From an optimization exercise on the open Yosys and OpenROAD flow, aimed at small area and a short achievable clock period; shortcuts taken in it are not production practice.

==> run K <==
## iq_upconverter
module iq_upconverter (
  input  logic        clk,
  input  logic        rstn,
  input  logic        en,
  input  logic [11:0] i_data,
  input  logic [11:0] q_data,
  output logic        if_valid,
  output logic [11:0] if_data
);
  logic [5:0]  phase;    
  logic        v1, v2;   
  logic [5:0]  bo0, bt0, bn0, bo1, bt1, bn1;
  logic [23:0] kk;
  logic pp0_0_0;
  logic pp0_0_1;
  logic pp0_0_2;
  logic pp0_0_3;
  logic pp0_0_4;
  logic pp0_0_5;
  logic pp0_0_6;
  logic pp0_0_7;
  logic pp0_0_8;
  logic pp0_0_9;
  logic pp0_0_10;
  logic pp0_0_11;
  logic pp0_0_12;
  logic pp0_1_0;
  logic pp0_1_1;
  logic pp0_1_2;
  logic pp0_1_3;
  logic pp0_1_4;
  logic pp0_1_5;
  logic pp0_1_6;
  logic pp0_1_7;
  logic pp0_1_8;
  logic pp0_1_9;
  logic pp0_1_10;
  logic pp0_1_11;
  logic pp0_1_12;
  logic pp0_2_0;
  logic pp0_2_1;
  logic pp0_2_2;
  logic pp0_2_3;
  logic pp0_2_4;
  logic pp0_2_5;
  logic pp0_2_6;
  logic pp0_2_7;
  logic pp0_2_8;
  logic pp0_2_9;
  logic pp0_2_10;
  logic pp0_2_11;
  logic pp0_2_12;
  logic pp0_3_0;
  logic pp0_3_1;
  logic pp0_3_2;
  logic pp0_3_3;
  logic pp0_3_4;
  logic pp0_3_5;
  logic pp0_3_6;
  logic pp0_3_7;
  logic pp0_3_8;
  logic pp0_3_9;
  logic pp0_3_10;
  logic pp0_3_11;
  logic pp0_3_12;
  logic pp0_4_0;
  logic pp0_4_1;
  logic pp0_4_2;
  logic pp0_4_3;
  logic pp0_4_4;
  logic pp0_4_5;
  logic pp0_4_6;
  logic pp0_4_7;
  logic pp0_4_8;
  logic pp0_4_9;
  logic pp0_4_10;
  logic pp0_4_11;
  logic pp0_4_12;
  logic pp0_5_0;
  logic pp0_5_1;
  logic pp0_5_2;
  logic pp0_5_3;
  logic pp0_5_4;
  logic pp0_5_5;
  logic pp0_5_6;
  logic pp0_5_7;
  logic pp0_5_8;
  logic pp0_5_9;
  logic pp0_5_10;
  logic pp0_5_11;
  logic pp0_5_12;
  logic pp1_0_0;
  logic pp1_0_1;
  logic pp1_0_2;
  logic pp1_0_3;
  logic pp1_0_4;
  logic pp1_0_5;
  logic pp1_0_6;
  ...
clock: 6.0 ns
lec_check: 0
cap_margin: 20
core_margin: 2
core_utilization: 40
setup_slack_margin: 3.2
slew_margin: 20
run.sh (not shown) runs the stock make flow with config.mk's settings and CLKGATE_MAP_FILE= SYNTH_SCRIPT=/design/flow/synth_recipe.tcl, a recipe that flattens the netlist after the stock synthesis.
==> run Y: changes against run K <==
--- a/flow/design.v
+++ b/flow/design.v
@@ -4,15 +4,19 @@
   input  logic        rstn,
   input  logic        en,
   input  logic [11:0] i_data,
   input  logic [11:0] q_data,
   output logic        if_valid,
   output logic [11:0] if_data
 );
-  logic [5:0]  phase;    
+  logic [1:0]  q;
+  logic [3:0]  ms;
+  logic [5:0]  phase, phase_nx;
+  assign phase    = {q, ms ^ {4{q[0]}}};
+  assign phase_nx = phase + 6'd1;
   logic        v1, v2;   
   logic [5:0]  bo0, bt0, bn0, bo1, bt1, bn1;
   logic [23:0] kk;
   logic pp0_0_0;
   logic pp0_0_1;
   logic pp0_0_2;
   logic pp0_0_3;
@@ -590,31 +594,34 @@
   logic s2_21_0;
   logic s2_21_1;
   logic s2_22_0;
   logic s2_23_0;
   logic s2_23_1;
   always_ff @(posedge clk or negedge rstn) begin
     if (!rstn) begin
-      phase    <= 6'd0;
+      q        <= 2'd0;
+      ms       <= 4'd0;
       v1       <= 1'b0;
       v2       <= 1'b0;
       if_valid <= 1'b0;
     end else begin
-      if (en) phase <= phase + 6'd1;
+      if (en) begin
+        q  <= phase_nx[5:4];
+        ms <= phase_nx[3:0] ^ {4{phase_nx[4]}};
+      end
       v1       <= en;
       v2       <= v1;
       if_valid <= v2;
     end
   end
-  logic [3:0] ms, mc;
+  logic [3:0] mc;
   logic       sc, s1;
-  assign ms = phase[3:0] ^ {4{phase[4]}};
   assign mc = ~ms;
-  assign sc = phase[5] ^ phase[4];
-  assign s1 = ~phase[5];
+  assign sc = q[1] ^ q[0];
+  assign s1 = ~q[1];
   logic [5:0] mo_c, mt_c, mn_c, mo_s, mt_s, mn_s;
   always_comb begin
     case (mc)
       4'd0: begin mo_c = 6'b000010; mt_c = 6'b001100; mn_c = 6'b000100; end
       4'd1: begin mo_c = 6'b011110; mt_c = 6'b000000; mn_c = 6'b000110; end
       4'd2: begin mo_c = 6'b000101; mt_c = 6'b010000; mn_c = 6'b000100; end
       4'd3: begin mo_c = 6'b111110; mt_c = 6'b000001; mn_c = 6'b011101; end
==> flow/flow/run.sh (new file) <==
#!/bin/bash
# Layout: the standard ORFS flow (standard.sh), with two changes:
#  - the port buffers are sky130_fd_sc_hd__buf_4 cells instead of the
#    resizer's default choice (a delay cell);
#  - the repair steps may resize a cell to any drive strength, not only to a
#    cell with the same footprint.
# The output of each tool goes to the ORFS logs under orfs/logs; make's own
# output goes to standard.log here.
set -euo pipefail
bash standard.sh MATCH_CELL_FOOTPRINT=0 \
  "BUFFER_PORTS_ARGS=-buffer_cell sky130_fd_sc_hd__buf_4" \
  finish > standard.log 2>&1
==> flow/standard.sh (new file) <==
#!/bin/bash
# synth_recipe.tcl (not shown) runs the flow's synth.tcl, then flattens the netlist and writes it again
# the make line also repeats each setting of config.mk as NAME=value (left out here)
make -C /OpenROAD-flow-scripts/flow DESIGN_CONFIG=/design/flow/config.mk WORK_HOME=/design/flow/orfs CLKGATE_MAP_FILE= SYNTH_SCRIPT=/design/flow/synth_recipe.tcl "${@:-finish}"
Settings changed: SETUP_SLACK_MARGIN 3.2 to 3.6.
removed: flow/run.sh
==> comparison <==
- Clock skew: run Y is lower than run K (5.0 ps).
- Against run K, the area after synthesis of run Y is lower by 4.1%.
- Against run K, the worst setup slack of run Y is higher by 95 ps.
- Against run K, the count of clock-buffer cells in the layout of run Y is lower by 1.
- Of run K and run Y, run K has the higher via count (gap about 1.5%, measured against run Y).
- Final cell count: run K is higher than run Y (about 0.8%).
- Between run K and run Y, the lower critical path depth is in run K (gap 3).
- Against run K, the global-route usage of run Y is higher by 1.4 points.
- Against run K, the cell area of run Y is higher by about 1.8%.
==> figures <==
Vias per std cell: run K 5.60; run Y 5.57
Vias: run K 10100; run Y 9959
Vertical die dimension: run K 181 um; run Y 177 um
Run status: run K timing/DRC/antenna clean; run Y timing/DRC/antenna clean
Top-area cell type share of the netlist area: run K 25.4%; run Y 26.5%
Worst path required time: run K 6290 ps; run Y 6310 ps
Worst R2R Setup Slack: run K 2950 ps; run Y 3050 ps
Per-cell routed wire length: run K 21.6 um; run Y 21.7 um
Compound-cell area share of the yosys netlist: run K 18.5%; run Y 17.2%
Final cycle utilization of the critical path: run K 50.8%; run Y 49.2%
Worst hold slack: run K 336 ps; run Y 329 ps
Met1 Resource Use GR: run K 30.1%; run Y 31.5%
Number of nets in the final layout: run K 1579; run Y 1571
Clock latency on the worst-skew pair: run K 440 ps; run Y 450 ps
Global-route usage over all layers: run K 23.1%; run Y 24.4%
Share of the synthesized netlist area taken by xor and xnor gates: run K 13.9%; run Y 13.9%
Starting density of the core: run K 40.7%; run Y 40.4%
Cell Rows: run K 64; run Y 63
Area of the multi-input gates: run K 0.00938 mm^2; run Y 0.00962 mm^2
Post-synthesis adder-cell area fraction: run K 23.6%; run Y 25.0%
Count of inverters not on the clock network in the layout: run K 158; run Y 150
Function was not checked in any run of this note: the RTL went through the layout flow alone.

separate check: timing with driven ports:
How much do the figures lean on ideal ports? The routed layouts below were timed once more, with nothing changed but the port constraints. Step 1: set_driving_cell puts a clkbuf_16 on clk and a buf_2 on each other input, an assumption about the parent block. Step 2 also shifts input and output timing later by t, the mid clock arrival at the registers, as if the neighbouring blocks saw the same clock. Slacks: ideal ports / drivers / drivers and shift; pairs: ideal ports / drivers.
run | shift t [ns] | setup slack, ns | latest minus earliest clock arrival (ns) | worst register clock-pin slew, ns
run K | 0.485 | 2.952 / 2.952 / 2.531 | 0.021 / 0.021 | 0.09 / 0.09
run Y | 0.489 | 3.047 / 3.047 / 2.957 | 0.016 / 0.016 | 0.08 / 0.08
After both steps every run listed still meets setup and hold. The setup slack of run K, which loses most, moves by 0.000 ns with the drivers and by -0.421 ns with both steps.
